What follows belongs to an exercise in optimizing a design on an open flow for small area, a short achievable clock period and few clock cycles; a production flow would make more cautious choices. Power is estimated from default activity; no workload was simulated.

== build 55 ==
==> flow/design.v <==
package routing_pkg;
    localparam int WORD_W     = 32;
    localparam int WORD_BYTES = WORD_W / 8;
    localparam int HEADER_WORDS = 4;
    localparam int ENTRY_WORDS  = 6;
    localparam int HEADER_BYTES = HEADER_WORDS * WORD_BYTES;
    localparam int ENTRY_BYTES  = ENTRY_WORDS * WORD_BYTES;
    localparam logic [WORD_W-1:0] HOST_MAGIC   = 32'h484F5354;
    localparam logic [WORD_W-1:0] SWITCH_MAGIC = 32'h53574348;
    localparam int HOST_ENTRY_W = 144;
    localparam int PATH_ENTRY_W = 145;
endpackage
`timescale 1ns/100ps
import routing_pkg::*;
module routing_table_reader
#(
    parameter int ADDR_W      = 16,
    parameter int HOST_IDX_W  = 6,
    parameter int SWITCH_ID_W = 4
) (
    input  logic                    clk,
    input  logic                    rst_n,
    output logic [ADDR_W-1:0]       mem_addr,
    input  logic [WORD_W-1:0]       mem_data,
    input  logic                    load_req,
    output logic                    load_ack,
    output logic                    tables_valid,
    output logic                    parse_error,
    input  logic                    host_req,
    input  logic [HOST_IDX_W-1:0]   host_index,
    output logic                    host_ack,
    output logic                    host_found,
    output logic [HOST_ENTRY_W-1:0] host_entry,
    input  logic                    path_req,
    input  logic [SWITCH_ID_W-1:0]  src_switch,
    input  logic [SWITCH_ID_W-1:0]  dst_switch,
    output logic                    path_ack,
    output logic [PATH_ENTRY_W-1:0] path_entry
);
    localparam int HW = ADDR_W - 3;
    localparam logic [3:0] S_IDLE = 4'd0,
                           S_PA   = 4'd1,
                           S_RD   = 4'd2,
                           S_ACK  = 4'd3,
                           S_L1   = 4'd4,
                           S_L2   = 4'd5,
                           S_L3   = 4'd6,
                           S_L4   = 4'd7,
                           S_L5   = 4'd8,
                           S_L6   = 4'd9,
                           S_L7   = 4'd10,
                           S_L8   = 4'd11;
    logic [3:0]    state;
    logic          sel_host;
    logic [2:0]    ph;
    logic [HW-1:0] ahi;
    logic          a0;
    logic [3:0]    s_nx;        
    logic          b_one0, b_two0, b_neg0, b_one1, b_two1, b_s3;
    logic          hc_big;      
    logic [5:0]    hc_lo;       
    logic [HW-1:0] pbase;       
    logic [HW-1:0] kmul;        
    logic          slot0;
    logic [31:0]   slot1, slot2, slot3, slot4;
    logic          found;
    logic [7:0]    host_base;
    logic [HW-1:0] row_off;
    logic [HW-1:0] mac;
    logic          ahi_mac;
    logic [HW-1:0] ahi_oth;
    logic [HW-1:0] m_pp0, m_q1, m_pp1, m_pp2, m_s1, m_c1, m_s2, m_c2;
    assign found     = hc_big || (host_index < hc_lo);
    assign host_base = 8'd2 + 8'(host_index) * 8'd3;
    assign row_off   = pbase + HW'(dst_switch) * HW'(3);
    assign m_pp0 = (({HW{b_one0}} & kmul) | ({HW{b_two0}} & (kmul << 1))) ^ {HW{b_neg0}};
    assign m_q1  = (({HW{b_one1}} & kmul) | ({HW{b_two1}} & (kmul << 1))) ^ {HW{b_s3}};
    assign m_pp1 = {m_q1[HW-3:0], b_neg0, !b_neg0};
    assign m_pp2 = ({HW{b_s3}} & (kmul << 4)) | {{(HW-3){1'b0}}, b_s3, 2'b00};
    assign m_s1  = ahi ^ m_pp0 ^ m_pp1;
    assign m_c1  = ((ahi & m_pp0) | (ahi & m_pp1) | (m_pp0 & m_pp1)) << 1;
    assign m_s2  = m_s1 ^ m_c1 ^ m_pp2;
    assign m_c2  = ((m_s1 & m_c1) | (m_s1 & m_pp2) | (m_c1 & m_pp2)) << 1;
    assign mac   = m_s2 + m_c2;
    assign mem_addr = {ahi, a0, 2'b00};
    always_comb begin
        case (state)
            S_IDLE:       s_nx = src_switch;
            S_L2, S_L6:   s_nx = 4'd3;
            default:      s_nx = 4'd0;
        endcase
    end
    always_ff @(posedge clk) begin
        b_one0 <= s_nx[0];
        b_two0 <= s_nx[1] && !s_nx[0];
        b_neg0 <= s_nx[1];
        b_one1 <= s_nx[2] ^ s_nx[1];
        b_two1 <= (s_nx[2] == s_nx[1]) && (s_nx[3] != s_nx[2]);
        b_s3   <= s_nx[3];
    end
    always_comb begin
        ahi_mac = 1'b0;
        ahi_oth = ahi;
        case (state)
            S_IDLE: begin
                if (load_req)      ahi_oth = '0;
                else if (host_req) ahi_oth = HW'(host_base);
                else if (path_req) ahi_oth = row_off;
            end
            S_PA, S_L3, S_L4, S_L7: ahi_mac = 1'b1;
            S_RD:   ahi_mac = (ph != 3'd5) && a0;
            S_ACK:  if (!(load_ack && load_req) && !(host_ack && host_req)
                        && !(path_ack && path_req)) ahi_oth = '0;
            S_L2:   ahi_oth = HW'(1);
            S_L6:   ahi_oth = HW'(2);
            S_L8:   ahi_oth = '0;
            default: ;
        endcase
    end
    always_ff @(posedge clk or negedge rst_n) begin
        if (!rst_n) ahi <= '0;
        else        ahi <= ahi_mac ? mac : ahi_oth;
    end
    always_ff @(posedge clk or negedge rst_n) begin
        if (!rst_n) begin
            state        <= S_IDLE;
            a0           <= 1'b0;
            load_ack     <= 1'b0;
            tables_valid <= 1'b0;
            parse_error  <= 1'b0;
            host_ack     <= 1'b0;
            path_ack     <= 1'b0;
        end else begin
            case (state)
                S_IDLE: begin
                    if (load_req) begin
                        a0    <= 1'b1;
                        state <= S_L1;
                    end else if (host_req) begin
                        sel_host   <= 1'b1;
                        host_found <= found;
                        if (found) begin
                            ph    <= 3'd1;
                            state <= S_RD;
                        end else begin
                            host_ack <= 1'b1;
                            state    <= S_ACK;
                        end
                    end else if (path_req) begin
                        sel_host <= 1'b0;
                        state    <= S_PA;
                    end
                end
                S_PA: begin
                    ph    <= 3'd0;
                    state <= S_RD;
                end
                S_RD: begin
                    if (ph == 3'd5) begin
                        host_ack <= sel_host;
                        path_ack <= !sel_host;
                        state    <= S_ACK;
                    end else begin
                        ph       <= ph + 1'b1;
                        a0       <= !a0;
                    end
                end
                S_ACK: begin
                    if (!(load_ack && load_req) && !(host_ack && host_req)
                        && !(path_ack && path_req)) begin
                        load_ack <= 1'b0;
                        host_ack <= 1'b0;
                        path_ack <= 1'b0;
                        a0       <= 1'b0;
                        state    <= S_IDLE;
                    end
                end
                S_L1: begin
                    if (mem_data != HOST_MAGIC) begin
                        tables_valid <= 1'b0;
                        parse_error  <= 1'b1;
                        load_ack     <= 1'b1;
                        state        <= S_ACK;
                    end else begin
                        state <= S_L2;
                    end
                end
                S_L2: begin
                    state <= S_L3;
                end
                S_L3: begin
                    a0    <= 1'b0;
                    state <= S_L4;
                end
                S_L4: begin
                    state <= S_L5;
                end
                S_L5: begin
                    tables_valid <= (mem_data == SWITCH_MAGIC);
                    parse_error  <= (mem_data != SWITCH_MAGIC);
                    load_ack     <= 1'b1;
                    state        <= S_L6;
                end
                S_L6: begin
                    if (!load_req) load_ack <= 1'b0;
                    state <= S_L7;
                end
                S_L7: begin
                    if (!load_req) load_ack <= 1'b0;
                    state <= S_L8;
                end
                S_L8: begin
                    if (!load_req) load_ack <= 1'b0;
                    state <= (load_ack && load_req) ? S_ACK : S_IDLE;
                end
                default: state <= S_IDLE;
            endcase
        end
    end
    always_ff @(posedge clk) begin
        if (state == S_L2) begin
            hc_big <= |mem_data[31:6];
            hc_lo  <= mem_data[5:0];
        end
        if (state == S_L5) begin
            pbase <= ahi;
        end
        if (state == S_L2 || state == S_L6) begin
            kmul <= mem_data[HW-1:0];
        end else if (state == S_L8) begin
            kmul <= ahi;
        end
        if (state == S_RD) begin
            if (ph == 3'd1) slot0 <= mem_data[0];
            if (ph == 3'd2) slot1 <= mem_data;
            if (ph == 3'd3) slot2 <= mem_data;
            if (ph == 3'd4) slot3 <= mem_data;
            if (ph == 3'd5) slot4 <= mem_data;
        end
    end
    assign host_entry = {slot1, slot2, slot3[15:0], slot3[31:16],
                         slot4[7:0], slot4[15:8], slot4[23:16], slot4[31:24],
                         mem_data[7:0], mem_data[15:8]};
    assign path_entry = {slot0, slot1[15:0], slot1[31:16], slot2, slot3[15:0], slot3[31:16],
                         slot4[7:0], slot4[15:8], slot4[23:16], slot4[31:24],
                         mem_data[7:0], mem_data[15:8]};
endmodule
export LEC_CHECK = 0
export CAP_MARGIN = 20
export CORE_MARGIN = 2
export CORE_UTILIZATION = 30
export SETUP_SLACK_MARGIN = 4.25
export SLEW_MARGIN = 20
create_clock -name core_clock -period 8.0 [get_ports {clk}]
standard.sh (not shown) runs the stock make flow with config.mk's settings and CLKGATE_MAP_FILE= SYNTH_SCRIPT=/design/flow/synth_recipe.tcl, a recipe that flattens the netlist after the stock synthesis.
==> flow/flow/run.sh <==
#!/bin/bash
# Standard synthesis, then the standard layout with plain buffers on the ports.
set -euo pipefail
bash standard.sh synth > synth.log 2>&1
export BUFFER_PORTS_ARGS="-buffer_cell sky130_fd_sc_hd__buf_1"
bash standard.sh finish > layout.log 2>&1
[inputs] build 18 vs build 55
--- a/flow/design.v
+++ b/flow/design.v
@@ -48,8 +48,7 @@
                            S_L4   = 4'd7,
                            S_L5   = 4'd8,
                            S_L6   = 4'd9,
-                           S_L7   = 4'd10,
-                           S_L8   = 4'd11;
+                           S_L7   = 4'd10;
     logic [3:0]    state;
     logic          sel_host;
     logic [2:0]    ph;
@@ -67,8 +66,6 @@
     logic [7:0]    host_base;
     logic [HW-1:0] row_off;
     logic [HW-1:0] mac;
-    logic          ahi_mac;
-    logic [HW-1:0] ahi_oth;
     logic [HW-1:0] m_pp0, m_q1, m_pp1, m_pp2, m_s1, m_c1, m_s2, m_c2;
     assign found     = hc_big || (host_index < hc_lo);
     assign host_base = 8'd2 + 8'(host_index) * 8'd3;
@@ -98,32 +95,10 @@
         b_two1 <= (s_nx[2] == s_nx[1]) && (s_nx[3] != s_nx[2]);
         b_s3   <= s_nx[3];
     end
-    always_comb begin
-        ahi_mac = 1'b0;
-        ahi_oth = ahi;
-        case (state)
-            S_IDLE: begin
-                if (load_req)      ahi_oth = '0;
-                else if (host_req) ahi_oth = HW'(host_base);
-                else if (path_req) ahi_oth = row_off;
-            end
-            S_PA, S_L3, S_L4, S_L7: ahi_mac = 1'b1;
-            S_RD:   ahi_mac = (ph != 3'd5) && a0;
-            S_ACK:  if (!(load_ack && load_req) && !(host_ack && host_req)
-                        && !(path_ack && path_req)) ahi_oth = '0;
-            S_L2:   ahi_oth = HW'(1);
-            S_L6:   ahi_oth = HW'(2);
-            S_L8:   ahi_oth = '0;
-            default: ;
-        endcase
-    end
-    always_ff @(posedge clk or negedge rst_n) begin
-        if (!rst_n) ahi <= '0;
-        else        ahi <= ahi_mac ? mac : ahi_oth;
-    end
     always_ff @(posedge clk or negedge rst_n) begin
         if (!rst_n) begin
             state        <= S_IDLE;
+            ahi          <= '0;
             a0           <= 1'b0;
             load_ack     <= 1'b0;
             tables_valid <= 1'b0;
@@ -140,6 +115,7 @@
                         sel_host   <= 1'b1;
                         host_found <= found;
                         if (found) begin
+                            ahi   <= HW'(host_base);
                             ph    <= 3'd1;
                             state <= S_RD;
                         end else begin
@@ -148,10 +124,12 @@
                         end
                     end else if (path_req) begin
                         sel_host <= 1'b0;
+                        ahi      <= row_off;
                         state    <= S_PA;
                     end
                 end
                 S_PA: begin
+                    ahi   <= mac;
                     ph    <= 3'd0;
                     state <= S_RD;
                 end
@@ -163,6 +141,7 @@
                     end else begin
                         ph       <= ph + 1'b1;
                         a0       <= !a0;
+                        if (a0) ahi <= mac;
                     end
                 end
                 S_ACK: begin
@@ -171,6 +150,7 @@
                         load_ack <= 1'b0;
                         host_ack <= 1'b0;
                         path_ack <= 1'b0;
+                        ahi      <= '0;
                         a0       <= 1'b0;
                         state    <= S_IDLE;
                     end
@@ -186,13 +166,16 @@
                     end
                 end
                 S_L2: begin
+                    ahi   <= HW'(1);
                     state <= S_L3;
                 end
                 S_L3: begin
+                    ahi   <= mac;
                     a0    <= 1'b0;
                     state <= S_L4;
                 end
                 S_L4: begin
+                    ahi   <= mac;
                     state <= S_L5;
                 end
                 S_L5: begin
@@ -203,14 +186,12 @@
                 end
                 S_L6: begin
                     if (!load_req) load_ack <= 1'b0;
+                    ahi   <= HW'(2);
                     state <= S_L7;
                 end
                 S_L7: begin
                     if (!load_req) load_ack <= 1'b0;
-                    state <= S_L8;
-                end
-                S_L8: begin
-                    if (!load_req) load_ack <= 1'b0;
+                    ahi   <= '0;
                     state <= (load_ack && load_req) ? S_ACK : S_IDLE;
                 end
                 default: state <= S_IDLE;
@@ -227,8 +208,8 @@
         end
         if (state == S_L2 || state == S_L6) begin
             kmul <= mem_data[HW-1:0];
-        end else if (state == S_L8) begin
-            kmul <= ahi;
+        end else if (state == S_L7) begin
+            kmul <= mac;
         end
         if (state == S_RD) begin
             if (ph == 3'd1) slot0 <= mem_data[0];
Findings:
- Build 18 completed end to end with timing, DRC and antenna clean.
- Comparing build 55 and build 18, the lower count of buffer and inverter cells on the critical path was measured on build 55.
- Fmax | build 18 vs build 55 | build 18 slower
- Overall via count from detail_route: build 18 > build 55
- Build 18 ended up with a lower portion of the layout cell area used by clock cells than build 55 did.
- Looking at total sequential power, build 18 sits about 4% higher than build 55 does.
- Die area (build 18 over build 55): increase, 0.34%
- Ratio of final minimum period to clock period ends up higher on build 18.
- Largest fanout on the critical path for build 18: 6 down relative to build 55
- Wire length of the first global-routing pass: build 55 and build 18 compared, higher one is build 18
- Looking at met2 global-route usage, build 18 sits 0.17 points above build 55.
- In the flow results for build 55 and build 18, the synthesized cell count is smaller on build 55.
- Looking at build 55 and build 18, the cts-stage hold buffer count is a wash.
Function was not checked in any run of this note: the RTL went through the layout flow alone.

* * *

// routing_table_reader: RTL as listed in full above, without the edits since
Settings: LEC_CHECK=0, CAP_MARGIN=20, CORE_MARGIN=2, CORE_UTILIZATION=30, CTS_BUF_LIST=sky130_fd_sc_hd__clkbuf_8, CTS_CLUSTER_SIZE=10, SETUP_SLACK_MARGIN=4.25, SLEW_MARGIN=20; clock period 8.0 ns.
Scripts as last shown in full above: flow/flow/run.sh
Then changed:
--- a/flow/design.v
+++ b/flow/design.v
@@ -45,14 +45,13 @@
                            S_L1   = 4'd4,
                            S_L2   = 4'd5,
                            S_L3   = 4'd6,
                            S_L4   = 4'd7,
                            S_L5   = 4'd8,
                            S_L6   = 4'd9,
-                           S_L7   = 4'd10,
-                           S_L8   = 4'd11;
+                           S_L7   = 4'd10;
     logic [3:0]    state;
     logic          sel_host;
     logic [2:0]    ph;
     logic [HW-1:0] ahi;
     logic          a0;
     logic [3:0]    s_nx;        
@@ -64,14 +63,12 @@
     logic          slot0;
     logic [31:0]   slot1, slot2, slot3, slot4;
     logic          found;
     logic [7:0]    host_base;
     logic [HW-1:0] row_off;
     logic [HW-1:0] mac;
-    logic          ahi_mac;
-    logic [HW-1:0] ahi_oth;
     logic [HW-1:0] m_pp0, m_q1, m_pp1, m_pp2, m_s1, m_c1, m_s2, m_c2;
     assign found     = hc_big || (host_index < hc_lo);
     assign host_base = 8'd2 + 8'(host_index) * 8'd3;
     assign row_off   = pbase + HW'(dst_switch) * HW'(3);
     assign m_pp0 = (({HW{b_one0}} & kmul) | ({HW{b_two0}} & (kmul << 1))) ^ {HW{b_neg0}};
     assign m_q1  = (({HW{b_one1}} & kmul) | ({HW{b_two1}} & (kmul << 1))) ^ {HW{b_s3}};
@@ -95,38 +92,16 @@
         b_two0 <= s_nx[1] && !s_nx[0];
         b_neg0 <= s_nx[1];
         b_one1 <= s_nx[2] ^ s_nx[1];
         b_two1 <= (s_nx[2] == s_nx[1]) && (s_nx[3] != s_nx[2]);
         b_s3   <= s_nx[3];
     end
-    always_comb begin
-        ahi_mac = 1'b0;
-        ahi_oth = ahi;
-        case (state)
-            S_IDLE: begin
-                if (load_req)      ahi_oth = '0;
-                else if (host_req) ahi_oth = HW'(host_base);
-                else if (path_req) ahi_oth = row_off;
-            end
-            S_PA, S_L3, S_L4, S_L7: ahi_mac = 1'b1;
-            S_RD:   ahi_mac = (ph != 3'd5) && a0;
-            S_ACK:  if (!(load_ack && load_req) && !(host_ack && host_req)
-                        && !(path_ack && path_req)) ahi_oth = '0;
-            S_L2:   ahi_oth = HW'(1);
-            S_L6:   ahi_oth = HW'(2);
-            S_L8:   ahi_oth = '0;
-            default: ;
-        endcase
-    end
-    always_ff @(posedge clk or negedge rst_n) begin
-        if (!rst_n) ahi <= '0;
-        else        ahi <= ahi_mac ? mac : ahi_oth;
-    end
     always_ff @(posedge clk or negedge rst_n) begin
         if (!rst_n) begin
             state        <= S_IDLE;
+            ahi          <= '0;
             a0           <= 1'b0;
             load_ack     <= 1'b0;
             tables_valid <= 1'b0;
             parse_error  <= 1'b0;
             host_ack     <= 1'b0;
             path_ack     <= 1'b0;
@@ -137,43 +112,48 @@
                         a0    <= 1'b1;
                         state <= S_L1;
                     end else if (host_req) begin
                         sel_host   <= 1'b1;
                         host_found <= found;
                         if (found) begin
+                            ahi   <= HW'(host_base);
                             ph    <= 3'd1;
                             state <= S_RD;
                         end else begin
                             host_ack <= 1'b1;
                             state    <= S_ACK;
                         end
                     end else if (path_req) begin
                         sel_host <= 1'b0;
+                        ahi      <= row_off;
                         state    <= S_PA;
                     end
                 end
                 S_PA: begin
+                    ahi   <= mac;
                     ph    <= 3'd0;
                     state <= S_RD;
                 end
                 S_RD: begin
                     if (ph == 3'd5) begin
                         host_ack <= sel_host;
                         path_ack <= !sel_host;
                         state    <= S_ACK;
                     end else begin
                         ph       <= ph + 1'b1;
                         a0       <= !a0;
+                        if (a0) ahi <= mac;
                     end
                 end
                 S_ACK: begin
                     if (!(load_ack && load_req) && !(host_ack && host_req)
                         && !(path_ack && path_req)) begin
                         load_ack <= 1'b0;
                         host_ack <= 1'b0;
                         path_ack <= 1'b0;
+                        ahi      <= '0;
                         a0       <= 1'b0;
                         state    <= S_IDLE;
                     end
                 end
                 S_L1: begin
                     if (mem_data != HOST_MAGIC) begin
@@ -183,37 +163,38 @@
                         state        <= S_ACK;
                     end else begin
                         state <= S_L2;
                     end
                 end
                 S_L2: begin
+                    ahi   <= HW'(1);
                     state <= S_L3;
                 end
                 S_L3: begin
+                    ahi   <= mac;
                     a0    <= 1'b0;
                     state <= S_L4;
                 end
                 S_L4: begin
+                    ahi   <= mac;
                     state <= S_L5;
                 end
                 S_L5: begin
                     tables_valid <= (mem_data == SWITCH_MAGIC);
                     parse_error  <= (mem_data != SWITCH_MAGIC);
                     load_ack     <= 1'b1;
                     state        <= S_L6;
                 end
                 S_L6: begin
                     if (!load_req) load_ack <= 1'b0;
+                    ahi   <= HW'(2);
                     state <= S_L7;
                 end
                 S_L7: begin
                     if (!load_req) load_ack <= 1'b0;
-                    state <= S_L8;
-                end
-                S_L8: begin
-                    if (!load_req) load_ack <= 1'b0;
+                    ahi   <= '0;
                     state <= (load_ack && load_req) ? S_ACK : S_IDLE;
                 end
                 default: state <= S_IDLE;
             endcase
         end
     end
@@ -224,14 +205,14 @@
         end
         if (state == S_L5) begin
             pbase <= ahi;
         end
         if (state == S_L2 || state == S_L6) begin
             kmul <= mem_data[HW-1:0];
-        end else if (state == S_L8) begin
-            kmul <= ahi;
+        end else if (state == S_L7) begin
+            kmul <= mac;
         end
         if (state == S_RD) begin
             if (ph == 3'd1) slot0 <= mem_data[0];
             if (ph == 3'd2) slot1 <= mem_data;
             if (ph == 3'd3) slot2 <= mem_data;
             if (ph == 3'd4) slot3 <= mem_data;
Wire length increases by 2.4%. Via count increases by 1.3%. Setup slack gets worse by 40 ps. Sequential power increases by about 4%. Final area increases by 1.5%. Die area increases by 0.34%. Synthesized cell count increases by 3.3%. Total power decreases by 11%. Critical path depth increases by 13. Fmax decreases by 1.1%. Synthesized area increases by 0.34%. Core utilization increases by 0.41 points. Cell count increases by 1.9%.
No functional check of the RTL was part of any run of this note.

[afterwards: timing with drivers on the ports]
The results above use ideal ports. As a check the final layouts listed here were re-extracted and re-timed, cells and wires unchanged.
Step 1 sets driving cells, clkbuf_16 on the clock port and buf_2 on the other inputs (assumed; they add their load-dependent delay and slew).
Step 2 adds t to the input delays and takes it off the output delays; t is the mean of the earliest and latest rising clock arrival at the registers after step 1. Input paths then give back, and output paths get back, about the clock's delay inside the block.
a / b / c = ideal / step 1 / step 2; a / b = the first two.
| run | t (ns) | setup WS [ns] | hold WS [ns] | worst setup path after step 2 | worst slew at a driven data input, ns |
|---|---|---|---|---|---|
| build 55 | 0.498 | 4.289 / 4.266 / 4.005 | 0.488 / 0.488 / 0.488 | input to register | 0.07 |
| build 18 | 0.492 | 4.272 / 4.267 / 3.824 | 0.469 / 0.469 / 0.469 | input to register | 0.06 |
| the first run of note 2 | 0.553 | 4.312 / 4.289 / 4.010 | 0.497 / 0.497 / 0.497 | input to register | 0.08 |
| the second run of note 2 | 0.547 | 4.272 / 4.269 / 3.813 | 0.477 / 0.477 / 0.477 | input to register | 0.06 |
After both steps every run listed still meets setup and hold. For the second run of note 2, which loses most, drivers alone change the setup slack by -0.003 ns; drivers and shift together by -0.459 ns.
